This design comes from an exercise in tuning for small area, a short achievable clock period and few clock cycles per item on the open sky130 flow, not from production work. At most, simulation tests tie the RTL to the original design; equivalence was not proved. Function not checked in run 1: the RTL went through the layout flow alone. Power and IR drop assume default switching activity.

==> flow/design.v <==
package rbd_pkg;
	localparam int DEPTH      = 64;
	localparam int DATA_WIDTH = 32;
	localparam int SLOT_W = $clog2(DEPTH);
	localparam int CNT_W  = $clog2(DEPTH + 1);
	localparam int SUM_W  = CNT_W + 1;
	localparam int CMD_W   = 3;
	localparam int FIELD_W = 32;
	localparam int RIDX_W  = 6;
	localparam int TOTAL_W = 7;
	localparam int STAT_W  = 2;
	localparam logic [CMD_W-1:0] CMD_PUSH_BACK  = 3'd0;
	localparam logic [CMD_W-1:0] CMD_PUSH_FRONT = 3'd1;
	localparam logic [CMD_W-1:0] CMD_POP_BACK   = 3'd2;
	localparam logic [CMD_W-1:0] CMD_POP_FRONT  = 3'd3;
	localparam logic [CMD_W-1:0] CMD_READ       = 3'd4;
	localparam logic [CMD_W-1:0] CMD_CLEAR      = 3'd5;
	localparam logic [STAT_W-1:0] STAT_OK        = 2'd0;
	localparam logic [STAT_W-1:0] STAT_FULL      = 2'd1;
	localparam logic [STAT_W-1:0] STAT_EMPTY     = 2'd2;
	localparam logic [STAT_W-1:0] STAT_OUT_RANGE = 2'd3;
	typedef struct packed {
		logic [CMD_W-1:0]          cmd;
		logic signed [FIELD_W-1:0] data_in;
		logic [RIDX_W-1:0]         read_index;
	} rbd_req_t;
	typedef struct packed {
		logic signed [FIELD_W-1:0] read_value;
		logic signed [FIELD_W-1:0] front_value;
		logic signed [FIELD_W-1:0] back_value;
		logic [TOTAL_W-1:0]        entry_total;
		logic                      is_empty;
		logic [STAT_W-1:0]         status;
	} rbd_rsp_t;
	typedef struct packed {
		logic                  we;
		logic [SLOT_W-1:0]     waddr;
		logic [DATA_WIDTH-1:0] wdata;
		logic                  re;
		logic [SLOT_W-1:0]     raddr;
	} rbd_mem_t;
endpackage
import rbd_pkg::*;
module ring_buffer_deque (
	input  logic         clk,
	input  logic         arst_n,
	input  logic         req_valid,
	output logic         req_stall,
	input  logic [40:0]  req,
	output logic         rsp_valid,
	input  logic         rsp_stall,
	output logic [105:0] rsp
);
	logic                  we;
	logic [SLOT_W-1:0]     waddr;
	logic [DATA_WIDTH-1:0] wdata;
	logic [SLOT_W-1:0]     r_slot, f_slot, b_slot;
	logic                  r_ok, fb_ok;
	logic [DATA_WIDTH-1:0] r_data, f_data, b_data;
	logic                  d0_v, drain;
	logic [TOTAL_W-1:0]    d0_cnt;
	logic [STAT_W-1:0]     d0_st;
	logic                  rsp_v;
	logic [105:0]          rsp_q;
	rbd_ctrl u_ctrl (
		.clk       (clk),
		.arst_n    (arst_n),
		.req_valid (req_valid),
		.req_stall (req_stall),
		.req       (req),
		.rsp_stall (rsp_stall),
		.we        (we),
		.waddr     (waddr),
		.wdata     (wdata),
		.r_slot    (r_slot),
		.r_ok      (r_ok),
		.f_slot    (f_slot),
		.b_slot    (b_slot),
		.fb_ok     (fb_ok),
		.d0_v      (d0_v),
		.drain     (drain),
		.d0_cnt    (d0_cnt),
		.d0_st     (d0_st),
		.rsp_v     (rsp_v)
	);
	rbd_store u_store (
		.clk    (clk),
		.we     (we),
		.waddr  (waddr),
		.wdata  (wdata),
		.r_slot (r_slot),
		.r_ok   (r_ok),
		.f_slot (f_slot),
		.b_slot (b_slot),
		.fb_ok  (fb_ok),
		.r_data (r_data),
		.f_data (f_data),
		.b_data (b_data)
	);
	always_ff @(posedge clk or negedge arst_n) begin
		if (!arst_n) begin
			rsp_v <= 1'b0;
		end else begin
			rsp_v <= drain || (rsp_v && rsp_stall);
		end
	end
	always_ff @(posedge clk) begin
		if (drain) begin
			rsp_q <= {r_data, f_data, b_data, d0_cnt, !fb_ok, d0_st};
		end
	end
	assign rsp_valid = rsp_v;
	assign rsp       = rsp_q;
endmodule
import rbd_pkg::*;
module rbd_ctrl (
	input  logic                  clk,
	input  logic                  arst_n,
	input  logic                  req_valid,
	output logic                  req_stall,
	input  logic [40:0]           req,
	input  logic                  rsp_stall,
	output logic                  we,
	output logic [SLOT_W-1:0]     waddr,
	output logic [DATA_WIDTH-1:0] wdata,
	output logic [SLOT_W-1:0]     r_slot,
	output logic                  r_ok,
	output logic [SLOT_W-1:0]     f_slot,
	output logic [SLOT_W-1:0]     b_slot,
	output logic                  fb_ok,
	output logic                  d0_v,
	output logic                  drain,
	output logic [TOTAL_W-1:0]    d0_cnt,
	output logic [STAT_W-1:0]     d0_st,
	input  logic                  rsp_v
);
	logic                  in_v;
	logic [CMD_W-1:0]      in_cmd;
	logic [DATA_WIDTH-1:0] in_data;
	logic [RIDX_W-1:0]     in_ridx;
	logic [SLOT_W-1:0]     head_q;
	logic [SLOT_W-1:0]     tail_q;
	logic [CNT_W-1:0]      cnt_q;
	logic                  t_v;
	logic [RIDX_W-1:0]     t_ridx;
	logic [STAT_W-1:0]     t_st;
	logic [SLOT_W-1:0]     d0_rs, d0_fs, d0_bs;
	logic                  d0_rok, d0_ne;
	logic                  stall_q;
	logic                  exec;
	logic                  accept;
	logic                  full, empty;
	logic [SLOT_W-1:0]     head_n, tail_n;
	logic [CNT_W-1:0]      cnt_n;
	logic [STAT_W-1:0]     st_n;
	assign full  = cnt_q[CNT_W-1];
	assign empty = (cnt_q == '0);
	always_comb begin
		head_n = head_q;
		tail_n = tail_q;
		cnt_n  = cnt_q;
		st_n   = STAT_OK;
		we     = 1'b0;
		waddr  = tail_q;
		case (in_cmd)
			CMD_PUSH_BACK: begin
				if (full) st_n = STAT_FULL;
				else begin
					we     = exec;
					waddr  = tail_q;
					tail_n = tail_q + 1'b1;
					cnt_n  = cnt_q + 1'b1;
				end
			end
			CMD_PUSH_FRONT: begin
				if (full) st_n = STAT_FULL;
				else begin
					we     = exec;
					waddr  = head_q - 1'b1;
					head_n = head_q - 1'b1;
					cnt_n  = cnt_q + 1'b1;
				end
			end
			CMD_POP_BACK: begin
				if (empty) st_n = STAT_EMPTY;
				else begin
					tail_n = tail_q - 1'b1;
					cnt_n  = cnt_q - 1'b1;
				end
			end
			CMD_POP_FRONT: begin
				if (empty) st_n = STAT_EMPTY;
				else begin
					head_n = head_q + 1'b1;
					cnt_n  = cnt_q - 1'b1;
				end
			end
			CMD_READ: begin
				if (!(CNT_W'(in_ridx) < cnt_q)) st_n = STAT_OUT_RANGE;
			end
			CMD_CLEAR: begin
				head_n = '0;
				tail_n = '0;
				cnt_n  = '0;
			end
			default: begin
			end
		endcase
	end
	assign wdata     = in_data;
	assign exec      = in_v && !t_v;
	assign req_stall = stall_q;
	assign accept    = req_valid && !stall_q;
	assign drain     = d0_v && (!rsp_v || !rsp_stall);
	logic d0_new, d0_top;
	assign d0_new = exec && (!d0_v || drain);
	assign d0_top = !exec && drain && t_v;
	logic in_v_n, t_v_n;
	always_comb begin
		in_v_n = in_v;
		if (!in_v || exec) in_v_n = accept;
		t_v_n = t_v;
		if (exec && d0_v && !drain) t_v_n = 1'b1;
		if (d0_top) t_v_n = 1'b0;
	end
	always_ff @(posedge clk or negedge arst_n) begin
		if (!arst_n) begin
			in_v    <= 1'b0;
			head_q  <= '0;
			tail_q  <= '0;
			cnt_q   <= '0;
			t_v     <= 1'b0;
			d0_v    <= 1'b0;
			stall_q <= 1'b0;
		end else begin
			in_v    <= in_v_n;
			t_v     <= t_v_n;
			stall_q <= in_v_n && t_v_n;
			if (exec) begin
				head_q <= head_n;
				tail_q <= tail_n;
				cnt_q  <= cnt_n;
			end
			if (d0_new || d0_top) d0_v <= 1'b1;
			else if (drain) d0_v <= 1'b0;
		end
	end
	always_ff @(posedge clk) begin
		if (!stall_q) begin
			in_cmd  <= req[40:38];
			in_data <= req[37:6];
			in_ridx <= req[5:0];
		end
		if (exec && d0_v && !drain) begin
			t_ridx <= in_ridx;
			t_st   <= st_n;
		end
		if (d0_new) begin
			d0_rs  <= head_n + in_ridx;
			d0_fs  <= head_n;
			d0_bs  <= tail_n - 1'b1;
			d0_rok <= CNT_W'(in_ridx) < cnt_n;
			d0_ne  <= cnt_n != '0;
			d0_cnt <= cnt_n;
			d0_st  <= st_n;
		end else if (d0_top) begin
			d0_rs  <= head_q + t_ridx;
			d0_fs  <= head_q;
			d0_bs  <= tail_q - 1'b1;
			d0_rok <= CNT_W'(t_ridx) < cnt_q;
			d0_ne  <= cnt_q != '0;
			d0_cnt <= cnt_q;
			d0_st  <= t_st;
		end
	end
	assign r_slot = d0_rs;
	assign r_ok   = d0_rok;
	assign f_slot = d0_fs;
	assign b_slot = d0_bs;
	assign fb_ok  = d0_ne;
endmodule
import rbd_pkg::*;
module rbd_store (
	input  logic                  clk,
	input  logic                  we,
	input  logic [SLOT_W-1:0]     waddr,
	input  logic [DATA_WIDTH-1:0] wdata,
	input  logic [SLOT_W-1:0]     r_slot,
	input  logic                  r_ok,
	input  logic [SLOT_W-1:0]     f_slot,
	input  logic [SLOT_W-1:0]     b_slot,
	input  logic                  fb_ok,
	output logic [DATA_WIDTH-1:0] r_data,
	output logic [DATA_WIDTH-1:0] f_data,
	output logic [DATA_WIDTH-1:0] b_data
);
	logic [DATA_WIDTH-1:0] ram_q [DEPTH];
	always_ff @(posedge clk) begin
		if (we) begin
			ram_q[waddr] <= wdata;
		end
	end
	logic [DEPTH-1:0] r_sel, f_sel, b_sel;
	always_comb begin
		for (int i = 0; i < DEPTH; i++) begin
			r_sel[i] = r_ok  && (r_slot == SLOT_W'(i));
			f_sel[i] = fb_ok && (f_slot == SLOT_W'(i));
			b_sel[i] = fb_ok && (b_slot == SLOT_W'(i));
		end
	end
	always_comb begin
		r_data = '0;
		f_data = '0;
		b_data = '0;
		for (int i = 0; i < DEPTH; i++) begin
			r_data = r_data | ({DATA_WIDTH{r_sel[i]}} & ram_q[i]);
			f_data = f_data | ({DATA_WIDTH{f_sel[i]}} & ram_q[i]);
			b_data = b_data | ({DATA_WIDTH{b_sel[i]}} & ram_q[i]);
		end
	end
endmodule
==> flow/run.sh <==
#!/bin/bash
# synth_recipe.tcl (not shown) runs the flow's synth.tcl, then flattens the netlist and writes it again
# the make line also repeats each setting of config.mk as NAME=value (left out here)
make -C /OpenROAD-flow-scripts/flow DESIGN_CONFIG=/design/flow/config.mk WORK_HOME=/design/flow/orfs CLKGATE_MAP_FILE= SYNTH_SCRIPT=/design/flow/synth_recipe.tcl finish
==> flow/config.mk <==
export PLATFORM = sky130hd
export DESIGN_NAME = ring_buffer_deque
export DESIGN_NICKNAME = ring_buffer_deque
export VERILOG_FILES = /design/flow/design.v
export SDC_FILE = /design/flow/constraint.sdc
export NUM_CORES = 4
export LEC_CHECK = 0
export CAP_MARGIN = 20
export CORE_MARGIN = 2
export CORE_UTILIZATION = 50
export SETUP_SLACK_MARGIN = 4.0
export SLEW_MARGIN = 20
==> flow/constraint.sdc <==
create_clock -name core_clock -period 7.0 [get_ports {clk}]
set_input_delay 1.4000 -clock core_clock [delete_from_list [all_inputs] [get_ports {clk}]]
set_output_delay 1.4000 -clock core_clock [all_outputs]
set_load 0.01 [all_outputs]
==> impl_metrics.env, run 1 <==
export IMPL_netlist_area_um2=107600
export IMPL_first_global_vias=137300
export IMPL_root_buffer="clkbuf_16"
export IMPL_ys_flop_type="edfxtp_1"
export IMPL_io_pins=153
export IMPL_stop_error="[ERROR GRT-0116] Global routing finished with congestion. Check the congestion regions in the DRC Viewer."
export IMPL_overflow=8922
export IMPL_start_util_pct=50.22
export IMPL_fp_row_count=170
export IMPL_grt_pass1_wl_mm=1480
export IMPL_syn_area_per_cell_um2=12.80
export IMPL_track_usage_pct=100.5
export IMPL_outcome="stopped before the end"
export IMPL_synth_warnings=3
export IMPL_synth_fp_nets=8484
export IMPL_synth_top_cell_by_area="edfxtp_1"
export IMPL_synth_cell_type_count=89
export IMPL_hpwlAfterDp_mm=604.4
export IMPL_grt_max_degree=65
export IMPL_syn_inst=8405
export IMPL_stop_stage="global routing"
export IMPL_synth_edf_count=2232
export IMPL_yosys_cell_count_top_type="a22oi_1"
export IMPL_die_x_um=467.8
export IMPL_h_tree_depth=4
export IMPL_ys_ff_latch=2256
export IMPL_seq_area_frac_synth_pct=62.86
export IMPL_gp_congestion=1.308
export IMPL_cts_buffers=236
export IMPL_clock_sinks=2256
export IMPL_cts_hold_buf=0
export IMPL_numPortBuffers=152
export IMPL_cts_path_max_buffers=3
export IMPL_synthTopCellsByCount="a22oi_1 (2363), edfxtp_1 (2232), nand2_1 (555)"
export IMPL_fp_dieH_um=467.8
export IMPL_netlist_top_cells_area="edfxtp_1 (62%), a22oi_1 (16%), a222oi_1 (2.2%)"
export IMPL_async_flop_share_pct=1.064
export IMPL_synth_top_cell_area_share_pct=62.31
kinds of logic after synthesis:
group	count (synthesis)	share of synthesized area [%]
simple gates	1787	8.384
buf+inv	747	3.063
flops	2256	62.86
mux	18	0.1803
xor+xnor	23	0.1873
fa+ha+maj	34	0.4094
compound gates	3540	24.91
metal layers:
layer / GRT usage (%) / overflow
met1: 98.70 / 1527
met2: 105.7 / 3764
met5: 90.47 / 221
met4: 101.2 / 2046
met3: 97.15 / 1364
power groups by stage:
stage,combinational [mW],clock [mW],sequential [mW]
4_1_cts,23.1,13.4,17.1
3_5_place_dp,19.1,0,17.5
3_3_place_gp,19.0,0,17.4
2_1_floorplan,7.52,0,17.6
how the worst min path moves through the flow:
stage,endpoint,slack (ns),cells past startpoint
2_1_floorplan,rsp_q[0],0.40,0
3_5_place_dp,rsp_q[9],0.41,0
4_1_cts,rsp_q[8],0.43,0
3_3_place_gp,rsp_q[7],0.41,0
what timing repair did:
| action | 4_1_cts |
|---|---|
| setup buffers | 757 |
| pin swaps | 350 |
| endpoints found under the setup margin | 2377 |
| endpoints found under the hold margin | 0 |
| resized for setup | 1242 |
| gates cloned | 52 |
through the flow:
step                      hold WS (ns)  area, µm²  total power [mW]  std cells  setup WS [ns]
after floorplan                 0.4003     107800             25.08       8405          3.185
after global placement          0.4066     117200             36.47      11290          1.538
after detailed placement        0.4055     117700             36.55      11310          2.005
after CTS                       0.4279     138600             53.57      12560          3.469
==> inputs of run 2 (changes only) <==
--- a/flow/design.v
+++ b/flow/design.v
@@ -300,22 +300,7 @@
 			ram_q[waddr] <= wdata;
 		end
 	end
-	logic [DEPTH-1:0] r_sel, f_sel, b_sel;
-	always_comb begin
-		for (int i = 0; i < DEPTH; i++) begin
-			r_sel[i] = r_ok  && (r_slot == SLOT_W'(i));
-			f_sel[i] = fb_ok && (f_slot == SLOT_W'(i));
-			b_sel[i] = fb_ok && (b_slot == SLOT_W'(i));
-		end
-	end
-	always_comb begin
-		r_data = '0;
-		f_data = '0;
-		b_data = '0;
-		for (int i = 0; i < DEPTH; i++) begin
-			r_data = r_data | ({DATA_WIDTH{r_sel[i]}} & ram_q[i]);
-			f_data = f_data | ({DATA_WIDTH{f_sel[i]}} & ram_q[i]);
-			b_data = b_data | ({DATA_WIDTH{b_sel[i]}} & ram_q[i]);
-		end
-	end
+	assign r_data = r_ok  ? ram_q[r_slot] : '0;
+	assign f_data = fb_ok ? ram_q[f_slot] : '0;
+	assign b_data = fb_ok ? ram_q[b_slot] : '0;
 endmodule
--- a/flow/config.mk
+++ b/flow/config.mk
@@ -7,6 +7,5 @@
 export LEC_CHECK = 0
 export CAP_MARGIN = 20
 export CORE_MARGIN = 2
-export CORE_UTILIZATION = 50
-export SETUP_SLACK_MARGIN = 4.0
+export CORE_UTILIZATION = 30
 export SLEW_MARGIN = 20
==> impl_metrics.env, run 2 <==
export IMPL_synthTopCellsByCount="edfxtp_1 (2232), mux4_2 (1822), mux2i_1 (232)"
export IMPL_cp_max_fo=29
export IMPL_layout_drive_gt1_share_pct=41.59
export IMPL_r2r_end="u_store.ram_q[5][19]"
export IMPL_die_area_um2=403300
export IMPL_outcome="complete, no violations"
export IMPL_async_flop_share_pct=1.064
export IMPL_r2r_cells=6
export IMPL_fp_row_count=231
export IMPL_power_density_nw_per_um2=452.0
export IMPL_largest_register_ffs=2048
export IMPL_crit_path_start_kind="register"
export IMPL_fp_coreArea_um2=396300
export IMPL_critical_path_buf_inv_count=1
export IMPL_required_ns=7.60
export IMPL_hold_path_cell_count=0
export IMPL_slowest_delay_ns=1.16
export IMPL_netlist_top_cells_area="edfxtp_1 (56%), mux4_2 (34%), mux2i_1 (1.9%)"
export IMPL_syn_to_final_growth_pct=14.44
export IMPL_yosys_cell_count_top_type="edfxtp_1"
export IMPL_antenna_found_initial=28
export IMPL_syn_area_per_cell_um2=20.61
export IMPL_first_pass_iters=6
export IMPL_synth_cell_type_count=72
export IMPL_rsz0062_at_grt="false"
export IMPL_cts_tree="yes"
export IMPL_critPathCaptureType="register"
export IMPL_cp_data_arrival_time_ns=5.71
export IMPL_synth_fp_nets=5877
export IMPL_cts_clk_slew_worst_paths_ns=0.06
export IMPL_ant_nets=0
export IMPL_synth_top_cell_area_share_pct=56.11
export IMPL_hpwlAfterDp_mm=266.1
export IMPL_worstHoldEndpoint="rsp_q[4]"
export IMPL_h_tree_depth=4
export IMPL_grt_pass1_wl_mm=593.7
export IMPL_clk_insertion_delay_late_ns=0.99
export IMPL_fin_crit_sh_pct=72.87
export IMPL_drt_iter0_drc=11580
export IMPL_synth_edf_count=2232
export IMPL_synth_warnings=3
export IMPL_die_x_um=635.0
export IMPL_worstSetupPathType="reg -> reg"
export IMPL_hold_viol_final=0
export IMPL_cts_hold_buf=0
export IMPL_slowest_stage="nor2_4"
export IMPL_drt_wl_total_mm=432.7
export IMPL_rr_startpoint="u_ctrl.in_cmd[1]"
export IMPL_start_util_pct=30.15
export IMPL_regMostFlops="u_store.ram_q"
export IMPL_final_cell_mix="edfxtp_1 (2232), mux4_2 (1822), clkbuf_16 (246)"
export IMPL_drv_slew=0
export IMPL_nNetsFinal=5976
export IMPL_path_cells="nor3_2 > nand2_1 > a21oi_1 > nand3b_1 > nor2_4 > buf_4"
export IMPL_drc=0
export IMPL_track_usage_pct=20.90
export IMPL_setup_viol=0
export IMPL_clock_sinks=2256
export IMPL_power_mw=61.79
export IMPL_r2r_setup_slack_ns=1.90
export IMPL_critPathTopFamily="simple AND/OR/NAND/NOR gates"
export IMPL_root_buffer="clkbuf_16"
export IMPL_cp_depth=6
export IMPL_fin_skew_ns=0.1035
export IMPL_cts_path_max_buffers=4
export IMPL_gp_congestion=0.8664
export IMPL_period_minus_slack_ns=5.101
export IMPL_ctsResizeCount=0
export IMPL_min_from="u_ctrl.d0_cnt[1]"
export IMPL_cts_buffers=244
export IMPL_synth_top_cell_by_area="edfxtp_1"
export IMPL_ir_drop_v=0.0005994
export IMPL_cts_setup_buffers=0
export IMPL_numPortBuffers=152
export IMPL_syn_inst=5796
export IMPL_grt_max_degree=111
export IMPL_p_leak_nw=41.45
export IMPL_nFillCells=36380
export IMPL_vias=71160
export IMPL_max_freq_mhz=196.1
export IMPL_io_pins=153
export IMPL_final_common_cell="edfxtp_1"
export IMPL_dpl_cell_area_um2=128100
export IMPL_setup_tns_ns=0
export IMPL_maxCapViolCount=0
export IMPL_fin_area_um2=136700
export IMPL_overflow=0
export IMPL_ys_ff_latch=2256
export IMPL_fp_dieH_um=635.0
export IMPL_seq_area_frac_synth_pct=56.61
export IMPL_relSlewSlack_pct=15.44
export IMPL_wl_per_cell_um=38.05
export IMPL_ys_flop_type="edfxtp_1"
export IMPL_via_per_inst=6.257
export IMPL_min_path_type="reg -> reg"
export IMPL_worst_pin_slew_ns=1.268
export IMPL_netlist_area_um2=119500
export IMPL_top_regs="u_store.ram_q (2048), rsp_q (106), u_ctrl.in_data (32)"
export IMPL_first_global_vias=70310
## run 2: how the worst max path moves through the flow
stage,startpoint,end,slack (ns)
global route,u_ctrl.in_cmd[1],u_store.ram_q[5][19],1.80
floorplan,rsp_stall,u_ctrl.d0_bs[0],2.04
detailed placement,u_ctrl.in_cmd[1],u_store.ram_q[10][31],2.01
finish,u_ctrl.in_cmd[1],u_store.ram_q[5][19],1.90
global placement,u_ctrl.in_cmd[1],u_store.ram_q[25][25],1.81
CTS,u_ctrl.in_cmd[1],u_store.ram_q[10][18],1.99
## run 2: cells by family (layout without fill, tap and decap cells)
kind of cell / Yosys count / count (layout) / synth area share (%)
DFF: 2256 / 2256 / 56.61
muxes: 2059 / 2059 / 36.34
buffers and inverters: 563 / 865 / 2.247
AOI/OAI and AO/OA: 508 / 508 / 2.735
and+or+nand+nor: 350 / 350 / 1.502
adders and majority gates: 36 / 36 / 0.3896
xor gates and xnor gates: 24 / 24 / 0.1760
other: 0 / 33 / 0
## run 2: power breakdown
group          leakage [nW]  switching (mW)  internal [mW]
registers              20.5           0.739           16.4
clock network          4.01            5.83           7.93
logic                  16.9            17.7           13.2
## run 2: layout make-up
| class | count | area, µm² | share of cell area [%] |
|---|---|---|---|
| Antenna cell | 33 | 82.58 | 0.06041 |
| Multi-Input combinational cell | 2977 | 49690 | 36.34 |
| Clock buffer | 266 | 6231 | 4.558 |
| Tap cell | 5242 | 6559 | 4.798 |
| Inverter | 23 | 96.34 | 0.07047 |
| Timing Repair Buffer | 393 | 4250 | 3.109 |
| Sequential cell | 2256 | 67620 | 49.47 |
| Clock inverter | 183 | 2178 | 1.593 |
## run 2: metrics by stage
step | hold WS [ns] | std cells | utilization [%] | worst slack, ns
finish | 0.4254 | 11370 | 34.50 | 1.899
global placement | 0.4134 | 10880 | 32.29 | 1.808
global route | 0.4404 | 11360 | 34.49 | 1.802
CTS | 0.4279 | 11340 | 34.46 | 1.989
detailed placement | 0.4111 | 10890 | 32.34 | 2.012
floorplan | 0.4003 | 5796 | - | 2.038
## run 2: layer usage
| layer | routed length (µm) | vias to the layer above | track usage (%) |
|---|---|---|---|
| li1 | - | 26310 | - |
| met4 | 19460 | 4 | 8.222 |
| met3 | 49690 | 740 | 5.387 |
| met1 | 161800 | 38850 | 27.81 |
| met2 | 201700 | 5259 | 32.74 |
| met5 | 32 | - | 0 |
## run 2: worst reg2reg max path: cells and delay by family, from the launching register on
family | cells | cell delay, ns
AND/OR/NAND/NOR | 4 | 2.74
flip-flops | 1 | 0.74
AO/OA/AOI/OAI | 1 | 0.79
buffers and inverters | 1 | 0.50
Testbench counts of run 2, summed over its fixed seeds: cycles 12,024, items 12,000.

separate check: timing with driven ports:
No port has a modelled driver above. Below, the same layout with a new extraction and two added sets of constraints.
Step 1: set_driving_cell puts a clkbuf_16 on clk and a buf_2 on each other input, an assumption about the parent block.
Step 2 times the ports against the registers' clock, not the clock port: input delays grow and output delays shrink by t, the midpoint of the rising clock arrivals with the driver on.
Slacks: ideal ports / drivers / drivers and shift; pairs: ideal ports / drivers.
run: run 2
shift t [ns]: 1.052
slack for setup (ns): 1.899 / 1.899 / 1.899
clock arrival spread, ns: 0.107 / 0.107
After both steps run 2 still meets setup and hold. For run 2, drivers alone change the setup slack by 0.000 ns; drivers and shift together by 0.000 ns.
